This is an optimization exercise on Yosys and OpenROAD, whose aim is small area, a short achievable clock period and few clock cycles, not a production implementation.
In this exercise RTL edits were held to simulation tests only and were not proved equivalent to the original.

==> v39 <==
==> flow/design.v <==
package vmem_pkg;
  localparam int defaultRegisterSize = 8;
  localparam int defaultVectorSize   = 4;
  localparam int numBanks            = 4;    
  localparam int bankRows            = 64;
  typedef logic [defaultRegisterSize-1:0] lane_t;
  typedef lane_t [defaultVectorSize-1:0]  vec_t;
endpackage
module vmem_bank #(
  parameter int rows  = 64,
  parameter int width = 8
) (
  input  logic             clk,
  input  logic             we,
  input  logic [rows-1:0]  sel,
  input  logic [width-1:0] wdata,
  output logic [width-1:0] rdata
);
  logic [rows-1:0][width-1:0] mem;
  always_ff @(posedge clk) begin
    for (int j = 0; j < rows; j++)
      if (we && sel[j]) mem[j] <= wdata;
  end
  always_comb begin
    rdata = '0;
    for (int j = 0; j < rows; j++)
      rdata = rdata | (mem[j] & {width{sel[j]}});
  end
endmodule
module vec_mem_responder #(
  parameter int registerSize = 8,
  parameter int vectorSize   = 4,
  parameter int addrWidth    = 16,
  parameter int memDepth     = 256
) (
  input  logic                                    clk,
  input  logic                                    rst,
  input  logic                                    req_valid,
  output logic                                    req_ready,
  input  logic                                    req_write,
  input  logic                                    req_vec,
  input  logic [addrWidth-1:0]                    req_addr,
  input  logic [vectorSize-1:0][registerSize-1:0] req_wdata,
  output logic                                    resp_valid,
  input  logic                                    resp_ready,
  output logic [vectorSize-1:0][registerSize-1:0] resp_rdata,
  output logic                                    resp_err
);
  localparam int NB   = vmem_pkg::numBanks;
  localparam int ROWS = vmem_pkg::bankRows;
  localparam int W    = registerSize;
  logic                    req_err;
  logic [1:0]              a0;
  logic [5:0]              r, r1;
  logic [NB-1:0][5:0]      d_row;
  logic [NB-1:0]           d_we;
  logic [NB-1:0]           d_len;
  logic [NB-1:0][W-1:0]    d_wdata;
  assign req_err = (|req_addr[addrWidth-1:8]) ||
                   (req_vec && (req_addr[7:0] > 8'(memDepth - vectorSize)));
  assign a0 = req_addr[1:0];
  assign r  = req_addr[7:2];
  assign r1 = r + 6'd1;
  always_comb begin
    for (int b = 0; b < NB; b++) begin
      d_row[b]   = (2'(b) < a0) ? r1 : r;
      d_we[b]    = req_write && !req_err && (req_vec || (a0 == 2'(b)));
      d_wdata[b] = req_wdata[2'(2'(b) - a0)];
      d_len[b]   = !req_write && !req_err && (req_vec || b == 0);
    end
  end
  logic                    rdy;
  logic                    acc;
  logic                    s1_v;
  logic                    s1_err;
  logic [1:0]              s1_a0;
  logic [NB-1:0]           s1_we;
  logic [NB-1:0]           s1_len;
  logic [NB-1:0][5:0]      s1_row;
  logic [NB-1:0][W-1:0]    s1_wdata;
  assign acc       = req_valid && rdy;
  assign req_ready = rdy;
  logic [NB-1:0][W-1:0]    bank_rdata;
  logic [NB-1:0][ROWS-1:0] sel;
  for (genvar b = 0; b < NB; b++) begin : g_bank
    always_comb begin
      for (int j = 0; j < ROWS; j++) sel[b][j] = (s1_row[b] == 6'(j));
    end
    vmem_bank #(.rows(ROWS), .width(W)) u_bank (
      .clk   (clk),
      .we    (s1_we[b]),
      .sel   (sel[b]),
      .wdata (s1_wdata[b]),
      .rdata (bank_rdata[b])
    );
  end
  logic [vectorSize-1:0][W-1:0] x_rdata;
  always_comb begin
    for (int i = 0; i < vectorSize; i++)
      x_rdata[i] = s1_len[i] ? bank_rdata[2'(s1_a0 + 2'(i))] : '0;
  end
  logic                          m_v, k_v;
  logic                          k_err;
  logic [vectorSize-1:0][W-1:0]  k_rdata;
  logic                          pop, ex;
  logic                          m_v_n, k_v_n, s1_v_n;
  assign pop  = m_v && resp_ready;
  assign ex   = s1_v && !(k_v && !pop);
  assign resp_valid = m_v;
  always_comb begin
    m_v_n  = m_v;
    k_v_n  = k_v;
    if (pop) begin
      m_v_n = k_v;
      k_v_n = 1'b0;
    end
    if (ex) begin
      if (!m_v_n) m_v_n = 1'b1;
      else        k_v_n = 1'b1;
    end
    s1_v_n = acc || (s1_v && !ex);
  end
  always_ff @(posedge clk or posedge rst) begin
    if (rst) begin
      rdy    <= 1'b1;
      s1_v   <= 1'b0;
      s1_we  <= '0;
      m_v    <= 1'b0;
      k_v    <= 1'b0;
    end else begin
      m_v    <= m_v_n;
      k_v    <= k_v_n;
      s1_v   <= s1_v_n;
      rdy    <= !s1_v_n || !(m_v_n && k_v_n);
      if (acc)     s1_we <= d_we;
      else if (ex) s1_we <= '0;
    end
  end
  always_ff @(posedge clk) begin
    if (acc) begin
      s1_err   <= req_err;
      s1_a0    <= a0;
      s1_len   <= d_len;
      s1_row   <= d_row;
      s1_wdata <= d_wdata;
    end
    if (pop && k_v) begin
      resp_rdata <= k_rdata;
      resp_err   <= k_err;
    end else if (ex && (!m_v || pop)) begin
      resp_rdata <= x_rdata;
      resp_err   <= s1_err;
    end
    if (ex && m_v_n && !(!m_v || (pop && !k_v))) begin
      k_rdata <= x_rdata;
      k_err   <= s1_err;
    end
  end
endmodule
==> flow/run.sh <==
#!/bin/bash
# synth_recipe.tcl (not shown) runs the flow's synth.tcl, then flattens the netlist and writes it again
# the make line also repeats each setting of config.mk as NAME=value (left out here)
make -C /OpenROAD-flow-scripts/flow DESIGN_CONFIG=/design/flow/config.mk WORK_HOME=/design/flow/orfs CLKGATE_MAP_FILE= SYNTH_SCRIPT=/design/flow/synth_recipe.tcl finish
==> flow/config.mk <==
export PLATFORM = sky130hd
export DESIGN_NAME = vec_mem_responder
export DESIGN_NICKNAME = vec_mem_responder
export VERILOG_FILES = /design/flow/design.v
export SDC_FILE = /design/flow/constraint.sdc
export NUM_CORES = 4
export LEC_CHECK = 0
export CAP_MARGIN = 20
export CORE_MARGIN = 2
export CORE_UTILIZATION = 40
export SLEW_MARGIN = 20
==> flow/constraint.sdc <==
create_clock -name core_clock -period 6.0 [get_ports {clk}]
set_input_delay 1.2000 -clock core_clock [delete_from_list [all_inputs] [get_ports {clk}]]
set_output_delay 1.2000 -clock core_clock [all_outputs]
set_load 0.01 [all_outputs]
==> v26 (differences from v39) <==
--- a/flow/design.v
+++ b/flow/design.v
@@ -7,24 +7,31 @@
   typedef lane_t [defaultVectorSize-1:0]  vec_t;
 endpackage
+module vmem_aoi3 (
+  input  logic [2:0] s,
+  input  logic [2:0] d,
+  output logic       yn
+);
+  assign yn = ~((s[0] & d[0]) | (s[1] & d[1]) | (s[2] & d[2]));
+endmodule
 module vmem_bank #(
-  parameter int rows  = 64,
-  parameter int width = 8
+  parameter int rows = 64
 ) (
-  input  logic             clk,
-  input  logic             we,
-  input  logic [rows-1:0]  sel,
-  input  logic [width-1:0] wdata,
-  output logic [width-1:0] rdata
+  input  logic [rows-1:0] sel,
+  input  logic [rows-1:0] d,
+  output logic            y
 );
-  logic [rows-1:0][width-1:0] mem;
-  always_ff @(posedge clk) begin
-    for (int j = 0; j < rows; j++)
-      if (we && sel[j]) mem[j] <= wdata;
+  localparam int G = (rows + 2) / 3;
+  logic [3*G-1:0] s_pad, d_pad;
+  logic [G-1:0]   gn;
+  assign s_pad = (3*G)'(sel);
+  assign d_pad = (3*G)'(d);
+  for (genvar g = 0; g < G; g++) begin : g_grp
+    vmem_aoi3 u_aoi (
+      .s  (s_pad[3*g +: 3]),
+      .d  (d_pad[3*g +: 3]),
+      .yn (gn[g])
+    );
   end
-  always_comb begin
-    rdata = '0;
-    for (int j = 0; j < rows; j++)
-      rdata = rdata | (mem[j] & {width{sel[j]}});
-  end
+  assign y = ~&gn;
 endmodule
 module vec_mem_responder #(
@@ -83,15 +90,24 @@
   logic [NB-1:0][W-1:0]    bank_rdata;
   logic [NB-1:0][ROWS-1:0] sel;
+  logic [NB-1:0][ROWS-1:0][W-1:0] mem;
   for (genvar b = 0; b < NB; b++) begin : g_bank
     always_comb begin
       for (int j = 0; j < ROWS; j++) sel[b][j] = (s1_row[b] == 6'(j));
     end
-    vmem_bank #(.rows(ROWS), .width(W)) u_bank (
-      .clk   (clk),
-      .we    (s1_we[b]),
-      .sel   (sel[b]),
-      .wdata (s1_wdata[b]),
-      .rdata (bank_rdata[b])
-    );
+    always_ff @(posedge clk) begin
+      for (int j = 0; j < ROWS; j++)
+        if (s1_we[b] && sel[b][j]) mem[b][j] <= s1_wdata[b];
+    end
+    for (genvar k = 0; k < W; k++) begin : g_bit
+      logic [ROWS-1:0] col;
+      for (genvar j = 0; j < ROWS; j++) begin : g_row
+        assign col[j] = mem[b][j][k];
+      end
+      vmem_bank #(.rows(ROWS)) u_rd (
+        .sel (sel[b]),
+        .d   (col),
+        .y   (bank_rdata[b][k])
+      );
+    end
   end
   logic [vectorSize-1:0][W-1:0] x_rdata;
- CORE_UTILIZATION: 40 -> 55
- SETUP_SLACK_MARGIN: not set -> 3.0
- SYNTH_HIERARCHICAL: not set -> 1
==> impl_metrics.yaml <==
outcome:
  result_of_the_run: "no timing/DRC/antenna violations"
finish:
  fraction_of_area_in_multi_input_gates: 0.215
  layout.non_clock_buffers: 391
power_and_ir_drop:
  switching_share: 0.277
  power.switching_uw: 10100
worst_setup_path:
  crit_path_top_delay_cell: "nor4_1"
synthesis:
  share_of_synthesized_area_spent_on_multiplexers: 0.0396
(the above is from v39)
==> impl_metrics.yaml <==
outcome:
  result_of_the_run: "no timing/DRC/antenna violations"
worst_setup_path:
  crit_path_top_delay_cell: "a222oi_1"
power_and_ir_drop:
  power.switching_uw: 8300
  switching_share: 0.240
finish:
  fraction_of_area_in_multi_input_gates: 0.165
  layout.non_clock_buffers: 356
synthesis:
  share_of_synthesized_area_spent_on_multiplexers: 0.0182
(the above is from v26)
Testbench counts of v39, summed over its fixed seeds: cycles 8,016.
Testbench counts of v26, summed over its fixed seeds: cycles 8,016.

## separate check: timing with driven ports
Ports are ideal in the flow. The routed layouts listed here were re-timed in OpenROAD.
Step 1, drivers: a clkbuf_16 drives clk and a buf_2 each remaining input, both assumed.
Step 2 times the ports against the registers' clock, not the clock port: input delays grow and output delays shrink by t, the midpoint of the rising clock arrivals with the driver on.
Three values: ideal, step 1, step 2; two values: the first two.
run	t (ns)	slack for setup (ns)	slew at the worst register clock pin (ns)	worst data-port slew with drivers (ns)	cell pins on the clock port's net
v39	0.953	1.064 / 1.064 / 1.064	0.07 / 0.07	0.36	1
v26	0.908	2.261 / 2.261 / 2.117	0.07 / 0.07	0.17	1
After both steps every run listed still meets setup and hold. For v26, which loses most, drivers alone change the setup slack by 0.000 ns; drivers and shift together by -0.144 ns.
